This is an optimization exercise on Yosys and OpenROAD, whose aim is small area, not a production implementation. The RTL was checked by simulation tests, not by an equivalence proof against the original design. Power figures rest on the tool's default switching activity, not on a simulated workload. No driver is modelled on the clock port, so clocking that relies on it looks cheaper here than on a real chip.

== build 36 ==
## cctv_motion_top
module cctv_motion_top (
    input  wire                     pclk,
    input  wire                     rst_n,
    input  wire                     href,
    input  wire                     vref,
    input  wire cctv_pkg::cam_byte_t   ov7670_data,
    input  wire cctv_pkg::pix_thresh_t pixel_threshold,
    input  wire cctv_pkg::det_thresh_t detection_threshold,
    output logic                    motion_detected,
    output logic [15:0]             motion_detected_led,
    output cctv_pkg::diff_count_t   diff_pixel_cnt,
    output logic                    motion_update
);
Settings: LEC_CHECK=0, CAP_MARGIN=20, CORE_MARGIN=2, CORE_UTILIZATION=65, CTS_CLUSTER_DIAMETER=100, CTS_CLUSTER_SIZE=32, PLACE_DENSITY=0.75, SLEW_MARGIN=20; clock period 7.0 ns.
standard.sh (not shown) runs the stock make flow with config.mk's settings and CLKGATE_MAP_FILE= SYNTH_SCRIPT=/design/flow/synth_recipe.tcl, a recipe that flattens the netlist after the stock synthesis.
==> flow/flow/run.sh <==
#!/bin/bash
# The standard layout, with the port buffers made from the smallest buffer
# and the clock tree built without dummy loads.
set -euo pipefail
bash standard.sh \
  "BUFFER_PORTS_ARGS=-buffer_cell sky130_fd_sc_hd__buf_1" \
  "CTS_ARGS=-sink_clustering_enable -repair_clock_nets -buf_list sky130_fd_sc_hd__clkbuf_4 sky130_fd_sc_hd__clkbuf_8 sky130_fd_sc_hd__clkbuf_16 -sink_clustering_size 20 -sink_clustering_max_diameter 60 -dont_use_dummy_load" \
  finish > make_finish.log 2>&1
Run status, build 36: aborted in 4_1_cts, error STA-0564
For build 26, these inputs were changed with respect to build 36:
- swapping 65 for 80 in CORE_UTILIZATION
- swapping 0.75 for 0.88 in PLACE_DENSITY
- clearing CTS_CLUSTER_SIZE, which used to be 32
- clearing CTS_CLUSTER_DIAMETER, which used to be 100
==> flow/flow/run.sh <==
#!/bin/bash
# The standard layout, with the port buffers made from the smallest buffer
# and the clock tree built without dummy loads.
set -euo pipefail
bash standard.sh \
  "BUFFER_PORTS_ARGS=-buffer_cell sky130_fd_sc_hd__buf_1" \
  "CTS_ARGS=-sink_clustering_enable -repair_clock_nets -buf_list sky130_fd_sc_hd__clkbuf_8 -sink_clustering_size 18 -sink_clustering_max_diameter 80 -dont_use_dummy_load" \
  finish > make_finish.log 2>&1
Results
Build 26 completed end to end with timing, DRC and antenna clean. Overall die width went down by a little under 10% going from build 36 to build 26. Reported for build 26 and build 36, number of unique standard cell types used by synthesis turned out identical to the last digit. Build 36 → build 26: worst-case setup slack after placement -160 ps; height of the chip shows a reduction of about 10%; number of rows in the core area went down by about 11%. Between build 26 and build 36, the number of storage elements in the synthesis netlist figures differ only marginally. NOTE routability congestion estimate from global placement build 36->build 26 increased by a little under 10%. The number of cells in the design after placement reported for build 26 is smaller than that of build 36 by 72. Placed cell area of build 26 falls short of that of build 36 slightly.
Here is what was changed in the inputs of build 57 compared with build 26.
- CORE_UTILIZATION changed from 80 to 65
- CTS_CLUSTER_DIAMETER newly set to 100
- PLACE_DENSITY changed from 0.88 to 0.75
- CTS_CLUSTER_SIZE newly set to 32
==> comparison <==
Count of distinct cell types in the synthesized netlist came out exactly the same in build 57 and build 26.
Hold slack: build 57 lower than build 26
Build 57 vs. build 26: post-route cell area went up by about 0.43%.
Build 57 has more setup slack than build 26.
As of build 57, die area had risen by more than 10% compared to build 26.
For build 85, these inputs were changed with respect to build 57:
==> flow/flow/run.sh <==
#!/bin/bash
# The standard layout, with the port buffers made from the smallest buffer
# and the clock tree built without dummy loads.
set -euo pipefail
bash standard.sh \
  "BUFFER_PORTS_ARGS=-buffer_cell sky130_fd_sc_hd__buf_1" \
  "CTS_ARGS=-sink_clustering_enable -repair_clock_nets -buf_list sky130_fd_sc_hd__clkbuf_8 -sink_clustering_size 20 -sink_clustering_max_diameter 40 -dont_use_dummy_load" \
  finish > make_finish.log 2>&1
--- outcome ---
- Between build 57 and build 85, area of all placed cells without fillers increased.
- Between build 57 and build 85, the wire length of the first global-routing pass does not differ in any meaningful way.
- As far as worst setup slack before clock tree synthesis goes, build 85 and build 57 are indistinguishable; the numbers are identical.

========
Another version of the RTL of cctv_motion_top (not shown whole).
Size: ~1,200 cells after synthesis, roughly 820 flip-flops, ~50 I/O pins, about 0.020 mm^2 of cells after synthesis.
Settings: LEC_CHECK=0, CAP_MARGIN=20, CORE_MARGIN=2, CORE_UTILIZATION=65, CTS_CLUSTER_DIAMETER=100, CTS_CLUSTER_SIZE=25, PLACE_DENSITY=0.75, SLEW_MARGIN=20; clock period 7.0 ns.
run.sh (not shown) runs the stock make flow with config.mk's settings and CLKGATE_MAP_FILE= SYNTH_SCRIPT=/design/flow/synth_recipe.tcl, a recipe that flattens the netlist after the stock synthesis.
Stock flow here: none of the scripts above is used.
The baseline passed the timing, DRC and antenna checks.
Change:
==> flow/flow/run.sh (new file) <==
#!/bin/bash
# The standard layout, with the port buffers made from the smallest buffer
# and the clock tree built without dummy loads.
set -euo pipefail
bash standard.sh \
  "BUFFER_PORTS_ARGS=-buffer_cell sky130_fd_sc_hd__buf_1" \
  "CTS_ARGS=-sink_clustering_enable -repair_clock_nets -sink_clustering_size 32 -sink_clustering_max_diameter 100 -dont_use_dummy_load" \
  finish > make_finish.log 2>&1
==> flow/standard.sh (new file) <==
#!/bin/bash
# synth_recipe.tcl (not shown) runs the flow's synth.tcl, then flattens the netlist and writes it again
# the make line also repeats each setting of config.mk as NAME=value (left out here)
make -C /OpenROAD-flow-scripts/flow DESIGN_CONFIG=/design/flow/config.mk WORK_HOME=/design/flow/orfs CLKGATE_MAP_FILE= SYNTH_SCRIPT=/design/flow/synth_recipe.tcl "${@:-finish}"
Settings changed: CTS_CLUSTER_SIZE 25 to 32.
removed: flow/run.sh
Final cell count shrinks slightly.
Global-route usage fell by 0.27 points.
Sequential power is about the same.
Clock power went down by about a fifth.
Routed wire length decreases slightly.
Non-clock buffer count decreases by 1.
Worst setup slack is better by 0.15 ns.
Critical path depth is unchanged.
Sequential cell count is unchanged.
Register-to-register slack is better by 0.03 ns.
Design area shrinks by a few percent.
Change:
==> flow/flow/run.sh (replaced) <==
#!/bin/bash
# The standard layout, with the port buffers made from the smallest buffer
# and the clock tree built without dummy loads.
set -euo pipefail
bash standard.sh \
  "BUFFER_PORTS_ARGS=-buffer_cell sky130_fd_sc_hd__buf_1" \
  "CTS_ARGS=-sink_clustering_enable -repair_clock_nets -buf_list sky130_fd_sc_hd__clkbuf_8 -sink_clustering_size 22 -sink_clustering_max_diameter 60 -dont_use_dummy_load" \
  finish > make_finish.log 2>&1
Result: Combinational power is about the same; sequential cell count stays the same; die area is unchanged; synthesized cell count does not change; total power decreases by a few percent; cell area decreases slightly; sequential share of layout area increases by 0.44 points.
Change:
==> flow/run.sh (new file) <==
#!/bin/bash
# synth_recipe.tcl (not shown) runs the flow's synth.tcl, then flattens the netlist and writes it again
# the make line also repeats each setting of config.mk as NAME=value (left out here)
make -C /OpenROAD-flow-scripts/flow DESIGN_CONFIG=/design/flow/config.mk WORK_HOME=/design/flow/orfs CLKGATE_MAP_FILE= SYNTH_SCRIPT=/design/flow/synth_recipe.tcl finish
removed: flow/flow/run.sh
removed: flow/standard.sh
=> The changed run passed the timing, DRC and antenna checks; design area increases by a few percent; non-clock buffer count came out higher by 1; routed wire length came out higher slightly; global-route usage hardly moves; maximum frequency is lower slightly.
Change:
Settings changed: CORE_UTILIZATION 65 to 40, CTS_CLUSTER_DIAMETER 100 to not set, CTS_CLUSTER_SIZE 32 to not set, PLACE_DENSITY 0.75 to not set.
Effect:
- The changed run ran to the end with no violations
- wire length goes up by a few percent
- via count goes up by a few percent
- synthesized area is unchanged
- final area goes up by roughly a tenth
- die area goes up by well over a third
- clock-buffer cell count goes up by 73
- combinational power is about the same
- synthesized cell count does not change
Change:
==> flow/flow/run.sh (new file) <==
#!/bin/bash
# The standard layout, with the port buffers made from the smallest buffer
# and the clock tree built without dummy loads.
set -euo pipefail
bash standard.sh \
  "BUFFER_PORTS_ARGS=-buffer_cell sky130_fd_sc_hd__buf_1" \
  "CTS_ARGS=-sink_clustering_enable -repair_clock_nets -sink_clustering_size 40 -sink_clustering_max_diameter 60 -dont_use_dummy_load" \
  finish > make_finish.log 2>&1
==> flow/standard.sh (new file) <==
#!/bin/bash
# synth_recipe.tcl (not shown) runs the flow's synth.tcl, then flattens the netlist and writes it again
# the make line also repeats each setting of config.mk as NAME=value (left out here)
make -C /OpenROAD-flow-scripts/flow DESIGN_CONFIG=/design/flow/config.mk WORK_HOME=/design/flow/orfs CLKGATE_MAP_FILE= SYNTH_SCRIPT=/design/flow/synth_recipe.tcl "${@:-finish}"
Settings changed: CORE_UTILIZATION 40 to 65, CTS_CLUSTER_DIAMETER set to 100, CTS_CLUSTER_SIZE set to 32, PLACE_DENSITY set to 0.75.
removed: flow/run.sh
Combinational power came out lower by a few percent. Fmax came out higher by a few percent. Sequential share of layout area came out higher by 7.6 points. Final area came out lower by roughly a tenth. Power came out lower by about a fifth. Final cell count came out lower by about a fifth. Flip-flop and latch count is unchanged. Worst setup slack gains 0.12 ns. Wire length came out lower by a few percent. Non-clock buffer count came out lower by 1.

==> port drivers added, routing unchanged <==
In the flow no input, the clock included, has a driving cell. The finished layouts below were timed again as built, in two steps.
Step 1, drivers: a clkbuf_16 drives pclk and a buf_2 each remaining input, both assumed.
Step 2 adds t to the input delays and takes it off the output delays; t is the mean of the earliest and latest rising clock arrival at the registers after step 1. Input paths then give back, and output paths get back, about the clock's delay inside the block.
Slacks: no drivers / after step 1 / after step 2; pairs: no drivers / after step 1.
run | t (ns) | slack for setup (ns) | latest minus earliest clock arrival (ns)
build 26 | 0.640 | 1.623 / 1.642 / 1.002 | 0.041 / 0.040
build 57 | 0.622 | 1.855 / 1.875 / 1.253 | 0.067 / 0.068
build 85 | 0.627 | 1.858 / 1.877 / 1.250 | 0.082 / 0.083
the first run of note 2 | 0.581 | 1.000 / 1.022 / 0.441 | 0.019 / 0.019
the second run of note 2 | 0.613 | 1.147 / 1.147 / 0.909 | 0.031 / 0.031
the third run of note 2 | 0.608 | 1.145 / 1.145 / 0.906 | 0.087 / 0.086
the fourth run of note 2 | 0.627 | 1.042 / 1.064 / 0.437 | 0.020 / 0.020
the fifth run of note 2 | 0.633 | 1.046 / 1.074 / 0.441 | 0.024 / 0.024
the sixth run of note 2 | 0.579 | 1.167 / 1.167 / 0.904 | 0.063 / 0.063
After both steps setup and hold are still met in every run listed. The setup slack of build 26, which loses most, moves by +0.019 ns with the drivers and by -0.621 ns with both steps.
